Context: an optimization exercise on an open-source flow, tuned for small area and few clock cycles per item. The choices shown serve that exercise and are no tape-out recipe.
Only simulation tests tie the RTL to the original design; equivalence was not proved.
Power and IR drop assume default switching activity.

## expression_tokenizer_unit
module expression_tokenizer_unit #(
    parameter int MAX_FRAC_DIGITS = etok_pkg::MAX_FRAC_DIGITS_DEF,
    parameter int INT_BITS        = etok_pkg::INT_BITS_DEF
) (
    input  logic                      clk,
    input  logic                      rst_n,
    input  logic                      s_axis_tvalid,
    output logic                      s_axis_tready,
    input  logic [etok_pkg::CH_W-1:0] s_axis_tdata,    
    input  logic                      s_axis_tlast,    
    output logic                      m_axis_tvalid,
    input  logic                      m_axis_tready,
    output logic [39:0]               m_axis_tdata,    
    output logic [etok_pkg::KIND_W-1:0] m_axis_tuser,  
    output logic                      m_axis_tlast     
);
    logic             act_reg;       
    logic             frac_reg;      
    logic [3:0]       fcnt_reg;      
    logic [15:0]      ipart_reg;     
    logic             sat_reg;       
    logic [ACC_W-1:0] acc_reg;       
    logic [3:1]       cut_c_reg;     
    logic             hold_v_reg;
    logic             hold_end_reg;
    logic [7:0]       hold_ch_reg;
    logic [7:0] ch;
    logic [3:0] digit;
    logic       is_end, is_skip, is_digit, is_point, emit_tok, accept;
    assign ch       = s_axis_tdata;
  ...
export LEC_CHECK = 0
export ABC_AREA = 1
export CAP_MARGIN = 20
export CORE_MARGIN = 2
export CORE_UTILIZATION = 65
export GPL_TIMING_DRIVEN = 0
export SETUP_SLACK_MARGIN = 0.4
export SLEW_MARGIN = 20
create_clock -name core_clock -period 10.0 [get_ports {clk}]
standard.sh (not shown) runs the stock make flow with config.mk's settings and CLKGATE_MAP_FILE= SYNTH_SCRIPT=/design/flow/synth_recipe.tcl, a recipe that flattens the netlist after the stock synthesis.
==> flow/flow/run.sh <==
#!/bin/bash
# Own layout flow: the standard flow (standard synthesis, then ORFS
# floorplan to finish) with these changes:
# - after the standard synthesis, the combinational gates between its
#   registers and adder cells are mapped again for area: each full adder's
#   and XOR gate's polarity is chosen to need the fewest inverters
#   (invopt.py), ABC maps the rest for area (reabc.abc), and polarities are
#   chosen again; registers, adder cells and the names of registers are
#   kept, and a Yosys equivalence proof against the standard netlist must
#   pass, else the standard netlist is used;
# - before floorplan, every combinational cell goes to the smallest drive
#   strength of its family (downsize.tcl); timing repair sizes up what the
#   period needs;
# - the port buffers that global placement inserts use the smallest buffer
#   cell instead of a delay buffer;
# - clock tree synthesis uses one buffer type in larger sink clusters,
#   without dummy loads.
# Each tool's output goes to a log file of its own in this folder.
set -euo pipefail
F="$PWD/flow"
R="$PWD/orfs/results/$FLOW_PLATFORM/expression_tokenizer_unit/base"
LIB="$FLOW_HOME/platforms/$FLOW_PLATFORM/lib/sky130_fd_sc_hd__tt_025C_1v80.lib"
YOSYS="$(command -v yosys || echo "$FLOW_HOME/../tools/install/yosys/bin/yosys")"

bash standard.sh synth > synth.log 2>&1

# Map the combinational logic again, keeping registers and adder cells:
# choose each full adder's and XOR gate's polarity to need the fewest
# inverters, map the rest with ABC for area, and choose polarities again.
models() {  # Verilog models of the combinational cells the given netlists use
  local cells
  cells=$(grep -ohE 'sky130_fd_sc_hd__\w+' "$@" | sort -u \
          | grep -vE '__(dfxtp_1|edfxtp_1|dfrtp_1|fa_1|ha_1|conb_1)$' | tr '\n' ' ')
  python3 "$F/libmodels.py" "$LIB" $cells
}
reopt() {
  cp "$R/1_2_yosys.v" std_netlist.v || return 1
  python3 "$F/invopt.py" std_netlist.v pol1_netlist.v pol1 > invopt1.log 2>&1 || return 1
  models pol1_netlist.v > comb_models.v || return 1
  local du="-dont_use *lpflow* -dont_use *probe* -dont_use *clkdly* -dont_use *dlygate*"
  du="$du -dont_use *dlymetal* -dont_use *clkbuf* -dont_use *clkinv*"
  "$YOSYS" -p "read_verilog -lib $F/stubs.v; read_verilog comb_models.v; read_verilog pol1_netlist.v;
    hierarchy -top $FLOW_TOP; flatten; delete t:\$scopeinfo; techmap; opt -fast;
    abc -liberty $LIB $du -script $F/reabc.abc; opt_clean -purge;
    write_verilog -noattr -nohex -nodec reabc_netlist.v" > reabc.log 2>&1 || return 1
  python3 "$F/invopt.py" reabc_netlist.v final_netlist.v pol2 > invopt2.log 2>&1 || return 1
  # Proof: the standard and the final netlist, with only ports and register
  # outputs named alike, are equivalent.
  models std_netlist.v final_netlist.v > all_models.v || return 1
  cat "$F/seqmodels.v" >> all_models.v || return 1
  python3 "$F/renamenets.py" std_netlist.v eq_gold.v _o || return 1
  python3 "$F/renamenets.py" final_netlist.v eq_gate.v _g || return 1
  "$YOSYS" -p "read_verilog all_models.v; read_verilog eq_gold.v; rename $FLOW_TOP gold;
    read_verilog eq_gate.v; rename $FLOW_TOP gate; proc; flatten; async2sync; opt_clean;
    equiv_make gold gate equiv; hierarchy -top equiv; equiv_simple -seq 2; equiv_induct;
    equiv_status -assert" > equiv.log 2>&1 || return 1
  grep -q 'Equivalence successfully proven' equiv.log || return 1
  # same registers, same names and cell types
  diff <(grep -oE 'sky130_fd_sc_hd__(dfxtp|edfxtp|dfrtp)_1 +\S+' std_netlist.v | sort) \
       <(grep -oE 'sky130_fd_sc_hd__(dfxtp|edfxtp|dfrtp)_1 +\S+' final_netlist.v | sort) > regs.diff || return 1
}
if reopt; then
  echo "reopt: using the remapped netlist" > reopt.status
  cp final_netlist.v "$R/1_2_yosys.v"
  rm -f "$R/1_synth.odb" "$R/1_synth.sdc"
else
  echo "reopt: failed, using the standard netlist" > reopt.status
fi

export PRE_FLOORPLAN_TCL="$F/downsize.tcl"
export BUFFER_PORTS_ARGS="-buffer_cell sky130_fd_sc_hd__buf_1"
export CTS_ARGS="-sink_clustering_enable -repair_clock_nets -buf_list sky130_fd_sc_hd__clkbuf_8 -sink_clustering_size 16 -dont_use_dummy_load"
bash standard.sh > standard.log 2>&1
Other scripts of this flow, unchanged in this note and not shown: flow/flow/downsize.tcl, flow/flow/invopt.py, flow/flow/libmodels.py, flow/flow/reabc.abc, flow/flow/renamenets.py, flow/flow/seqmodels.v, flow/flow/stubs.v
Testbench counts at the start, summed over its fixed seeds: cycles 31,132, tokens 10,951.
Next try:
--- a/flow/config.mk
+++ b/flow/config.mk
@@ -10,5 +10,4 @@
 export CORE_MARGIN = 2
-export CORE_UTILIZATION = 65
+export CORE_UTILIZATION = 55
 export GPL_TIMING_DRIVEN = 0
-export SETUP_SLACK_MARGIN = 0.4
 export SLEW_MARGIN = 20
The new run went through all stages and came out clean.
Sequential power is about the same.
Worst setup slack is worse by 410 ps.
Clock skew came out higher by 10 ps.
Via count fell by 0.71%.


expression_tokenizer_unit, a different RTL version from the one above (not shown whole).
Size: ~660 cells after synthesis.
// expression_tokenizer_unit
module expression_tokenizer_unit #(
    parameter int MAX_FRAC_DIGITS = etok_pkg::MAX_FRAC_DIGITS_DEF,
    parameter int INT_BITS        = etok_pkg::INT_BITS_DEF
) (
    input  logic                      clk,
    input  logic                      rst_n,
    input  logic                      s_axis_tvalid,
    output logic                      s_axis_tready,
    input  logic [etok_pkg::CH_W-1:0] s_axis_tdata,    
    input  logic                      s_axis_tlast,    
    output logic                      m_axis_tvalid,
    input  logic                      m_axis_tready,
    output logic [39:0]               m_axis_tdata,    
    output logic [etok_pkg::KIND_W-1:0] m_axis_tuser,  
    output logic                      m_axis_tlast     
);
    logic             act_reg;       
    logic             frac_reg;      
    logic [3:0]       fcnt_reg;      
    logic [15:0]      ipart_reg;     
    logic             sat_reg;       
    logic [ACC_W-1:0] acc_reg;       
    logic [3:1]       cut_c_reg;     
    logic             hold_v_reg;
    logic             hold_end_reg;
    logic [7:0]       hold_ch_reg;
    logic [7:0] ch;
    logic [3:0] digit;
    logic       is_end, is_skip, is_digit, is_point, emit_tok, accept;
    assign ch       = s_axis_tdata;
    assign digit    = ch[3:0];
    assign is_end   = s_axis_tlast || (ch == 8'h00);
  ...
==> flow/config.mk <==
export PLATFORM = sky130hd
export DESIGN_NAME = expression_tokenizer_unit
export DESIGN_NICKNAME = expression_tokenizer_unit
export VERILOG_FILES = /design/flow/design.v
export SDC_FILE = /design/flow/constraint.sdc
export NUM_CORES = 4
export LEC_CHECK = 0
export ABC_AREA = 1
export CAP_MARGIN = 20
export CORE_MARGIN = 2
export CORE_UTILIZATION = 65
export GPL_TIMING_DRIVEN = 0
export SLEW_MARGIN = 20
==> flow/constraint.sdc <==
create_clock -name core_clock -period 10.0 [get_ports {clk}]
set_input_delay 2.0000 -clock core_clock [delete_from_list [all_inputs] [get_ports {clk}]]
set_output_delay 2.0000 -clock core_clock [all_outputs]
set_load 0.01 [all_outputs]
==> flow/flow/run.sh <==
#!/bin/bash
# Own layout flow: the standard flow (standard synthesis, then ORFS
# floorplan to finish) with these changes:
# - after the standard synthesis, the combinational gates between its
#   registers and adder cells are mapped again for area: each full adder's
#   and XOR gate's polarity is chosen to need the fewest inverters
#   (invopt.py), then eight times ABC maps the rest (half adders included)
#   for area (reabc.abc) and polarities are chosen again, and the smallest
#   of the eight netlists is kept; registers, full adders and the names of
#   registers are kept, and a Yosys equivalence proof against the standard
#   netlist must pass, else the standard netlist is used;
# - before floorplan, every combinational cell goes to the smallest drive
#   strength of its family (downsize.tcl); timing repair sizes up what the
#   period needs;
# - the port buffers that global placement inserts use the smallest buffer
#   cell instead of a delay buffer;
# - clock tree synthesis uses one buffer type in larger sink clusters,
#   without dummy loads.
# Each tool's output goes to a log file of its own in this folder.
set -euo pipefail
F="$PWD/flow"
R="$PWD/orfs/results/$FLOW_PLATFORM/expression_tokenizer_unit/base"
LIB="$FLOW_HOME/platforms/$FLOW_PLATFORM/lib/sky130_fd_sc_hd__tt_025C_1v80.lib"
YOSYS="$(command -v yosys || echo "$FLOW_HOME/../tools/install/yosys/bin/yosys")"

bash standard.sh synth > synth.log 2>&1

# Map the combinational logic again, keeping registers and full adders.
DU="-dont_use *lpflow* -dont_use *probe* -dont_use *clkdly* -dont_use *dlygate*"
DU="$DU -dont_use *dlymetal* -dont_use *clkbuf* -dont_use *clkinv*"
models() {  # Verilog models of the combinational cells the given netlists use
  local cells
  cells=$(grep -ohE 'sky130_fd_sc_hd__\w+' "$@" | sort -u \
          | grep -vE '__(dfxtp_1|edfxtp_1|dfrtp_1|fa_1|ha_1|conb_1)$' | tr '\n' ' ')
  python3 "$F/libmodels.py" "$LIB" $cells
}
reabc_once() {  # $1 in, $2 out: ABC maps the combinational logic for area
  models "$1" > comb_models.v || return 1
  grep 'ha_1' "$F/seqmodels.v" >> comb_models.v || return 1
  "$YOSYS" -p "read_verilog -lib $F/stubs.v; read_verilog comb_models.v; read_verilog $1;
    hierarchy -top $FLOW_TOP; flatten; delete t:\$scopeinfo; techmap; opt -fast;
    abc -liberty $LIB $DU -script $F/reabc.abc; opt_clean -purge;
    write_verilog -noattr -nohex -nodec $2" > "reabc_$2.log" 2>&1
}
netarea() {  # cell area of a netlist, from the cells' LEF sizes
  python3 - "$1" "$FLOW_HOME/platforms/$FLOW_PLATFORM/lef/sky130_fd_sc_hd_merged.lef" <<'PY'
import re, sys
s = open(sys.argv[1]).read()
lef = open(sys.argv[2]).read()
area = {}
for m in re.finditer(r'MACRO (\S+)\s*\n(.*?)\nEND \1', lef, re.S):
    sz = re.search(r'SIZE\s+([\d.]+)\s+BY\s+([\d.]+)', m.group(2))
    if sz:
        area[m.group(1)] = float(sz.group(1)) * float(sz.group(2))
print('%.3f' % sum(area[t] for t in re.findall(r'^\s*(sky130_fd_sc_hd__\w+)\s+\S+\s*\(', s, re.M)))
PY
}
reopt() {
  cp "$R/1_2_yosys.v" std_netlist.v || return 1
  python3 "$F/invopt.py" std_netlist.v pol0_netlist.v pol0 > invopt0.log 2>&1 || return 1
  local cur=pol0_netlist.v best="" best_area="" a
  # half adders go back to logic for ABC; full adders and registers stay
  for it in 1 2 3 4 5 6 7 8; do
    reabc_once "$cur" "reabc${it}_netlist.v" || return 1
    python3 "$F/invopt.py" "reabc${it}_netlist.v" "pol${it}_netlist.v" "pol${it}" > "invopt${it}.log" 2>&1 || return 1
    cur="pol${it}_netlist.v"
    a=$(netarea "$cur") || return 1
    echo "iteration $it: $a" >> reopt_areas.log
    if [[ -z "$best" ]] || python3 -c "import sys; sys.exit(0 if $a < $best_area else 1)"; then
      best="$cur"; best_area="$a"
    fi
  done
  cp "$best" final_netlist.v || return 1
  echo "chosen: $best $best_area" >> reopt_areas.log
  # Proof: the standard and the final netlist, with only ports and register
  # outputs named alike, are equivalent.
  models std_netlist.v final_netlist.v > all_models.v || return 1
  cat "$F/seqmodels.v" >> all_models.v || return 1
  python3 "$F/renamenets.py" std_netlist.v eq_gold.v _o || return 1
  python3 "$F/renamenets.py" final_netlist.v eq_gate.v _g || return 1
  "$YOSYS" -p "read_verilog all_models.v; read_verilog eq_gold.v; rename $FLOW_TOP gold;
    read_verilog eq_gate.v; rename $FLOW_TOP gate; proc; flatten; async2sync; opt_clean;
    equiv_make gold gate equiv; hierarchy -top equiv; equiv_simple -seq 2; equiv_induct;
    equiv_status -assert" > equiv.log 2>&1 || return 1
  grep -q 'Equivalence successfully proven' equiv.log || return 1
  # same registers, same names and cell types
  diff <(grep -oE 'sky130_fd_sc_hd__(dfxtp|edfxtp|dfrtp)_1 +\S+' std_netlist.v | sort) \
       <(grep -oE 'sky130_fd_sc_hd__(dfxtp|edfxtp|dfrtp)_1 +\S+' final_netlist.v | sort) > regs.diff || return 1
}
if reopt; then
  echo "reopt: using the remapped netlist" > reopt.status
  cp final_netlist.v "$R/1_2_yosys.v"
  rm -f "$R/1_synth.odb" "$R/1_synth.sdc"
else
  echo "reopt: failed, using the standard netlist" > reopt.status
fi

export PRE_FLOORPLAN_TCL="$F/downsize.tcl"
export BUFFER_PORTS_ARGS="-buffer_cell sky130_fd_sc_hd__buf_1"
export CTS_ARGS="-sink_clustering_enable -repair_clock_nets -buf_list sky130_fd_sc_hd__clkbuf_8 -sink_clustering_size 16 -dont_use_dummy_load"
bash standard.sh > standard.log 2>&1
Other scripts of this flow, unchanged in this note and not shown: flow/flow/downsize.tcl, flow/flow/invopt.py, flow/flow/libmodels.py, flow/flow/reabc.abc, flow/flow/renamenets.py, flow/flow/seqmodels.v, flow/flow/stubs.v
The first run completed with no timing, DRC or antenna violations.
Testbench counts at the start, summed over its fixed seeds: cycles 31,132, tokens 10,951.
Change:
--- a/flow/flow/run.sh
+++ b/flow/flow/run.sh
@@ -7 +7 @@
-#   (invopt.py), then eight times ABC maps the rest (half adders included)
+#   (invopt.py), then four times ABC maps the rest (half adders included)
@@ -9 +9 @@
-#   of the eight netlists is kept; registers, full adders and the names of
+#   of the four netlists is kept; registers, full adders and the names of
@@ -63 +63 @@
-  for it in 1 2 3 4 5 6 7 8; do
+  for it in 1 2 3 4; do
--- a/flow/config.mk
+++ b/flow/config.mk
@@ -8 +8 @@
-export ABC_AREA = 1
+export ABC_AREA = 0
=> The changed run produced a clean layout. Area after synthesis rose by 2.8%. Power goes up by 2.6%. Routed wire length grows by 8.7%. Worst hold slack improved by 45 ps. Core utilization is higher by 0.48 points. Fmax drops by 0.46%. Flip-flop and latch count stays the same.
Change:
--- a/flow/config.mk
+++ b/flow/config.mk
@@ -8 +8 @@
-export ABC_AREA = 0
+export ABC_AREA = 1
@@ -11 +11 @@
-export CORE_UTILIZATION = 65
+export CORE_UTILIZATION = 60
Outcome:
- register-to-register slack improves by 340 ps
- final area falls by 2.3%
- clock power decreases by about 3%
- setup slack gains 23 ps
- non-clock buffer count falls by 1
- hold slack gets worse by 47 ps

==> static timing again, ports no longer ideal <==
No port has a modelled driver above. Below, the same layouts with a new extraction and two added sets of constraints.
Step 1: set_driving_cell puts a clkbuf_16 on clk and a buf_2 on each other input, an assumption about the parent block.
Step 2 moves the port delays by t, midway between the first and last clock arrival at a register: inputs arrive t later, outputs are due t later. That takes back most of the time a late clock gives input paths.
Three values: no drivers, after step 1, after step 2; two values: the first two.
run | shift t [ns] | slack for setup (ns) | hold slack, ns | slew at the worst register clock pin (ns) | worst data-port slew with drivers (ns)
the first run of note 1 | 0.396 | 0.747 / 0.762 / 0.367 | 0.480 / 0.480 / 0.480 | 0.08 / 0.08 | 0.04
the second run of note 1 | 0.399 | 0.341 / 0.356 / -0.044 | 0.483 / 0.483 / 0.483 | 0.08 / 0.08 | 0.03
the first run of note 2 | 0.388 | 0.371 / 0.385 / -0.002 | 0.508 / 0.508 / 0.508 | 0.08 / 0.08 | 0.04
the second run of note 2 | 0.397 | 0.327 / 0.340 / -0.057 | 0.554 / 0.554 / 0.554 | 0.08 / 0.08 | 0.03
the third run of note 2 | 0.385 | 0.349 / 0.363 / -0.022 | 0.507 / 0.507 / 0.507 | 0.08 / 0.08 | 0.03
Met with ideal ports but missed after step 2: setup timing in the second run of note 1, the first run of note 2, the second run of note 2 and the third run of note 2. The setup slack of the second run of note 1, which loses most, moves by +0.015 ns with the drivers and by -0.385 ns with both steps.
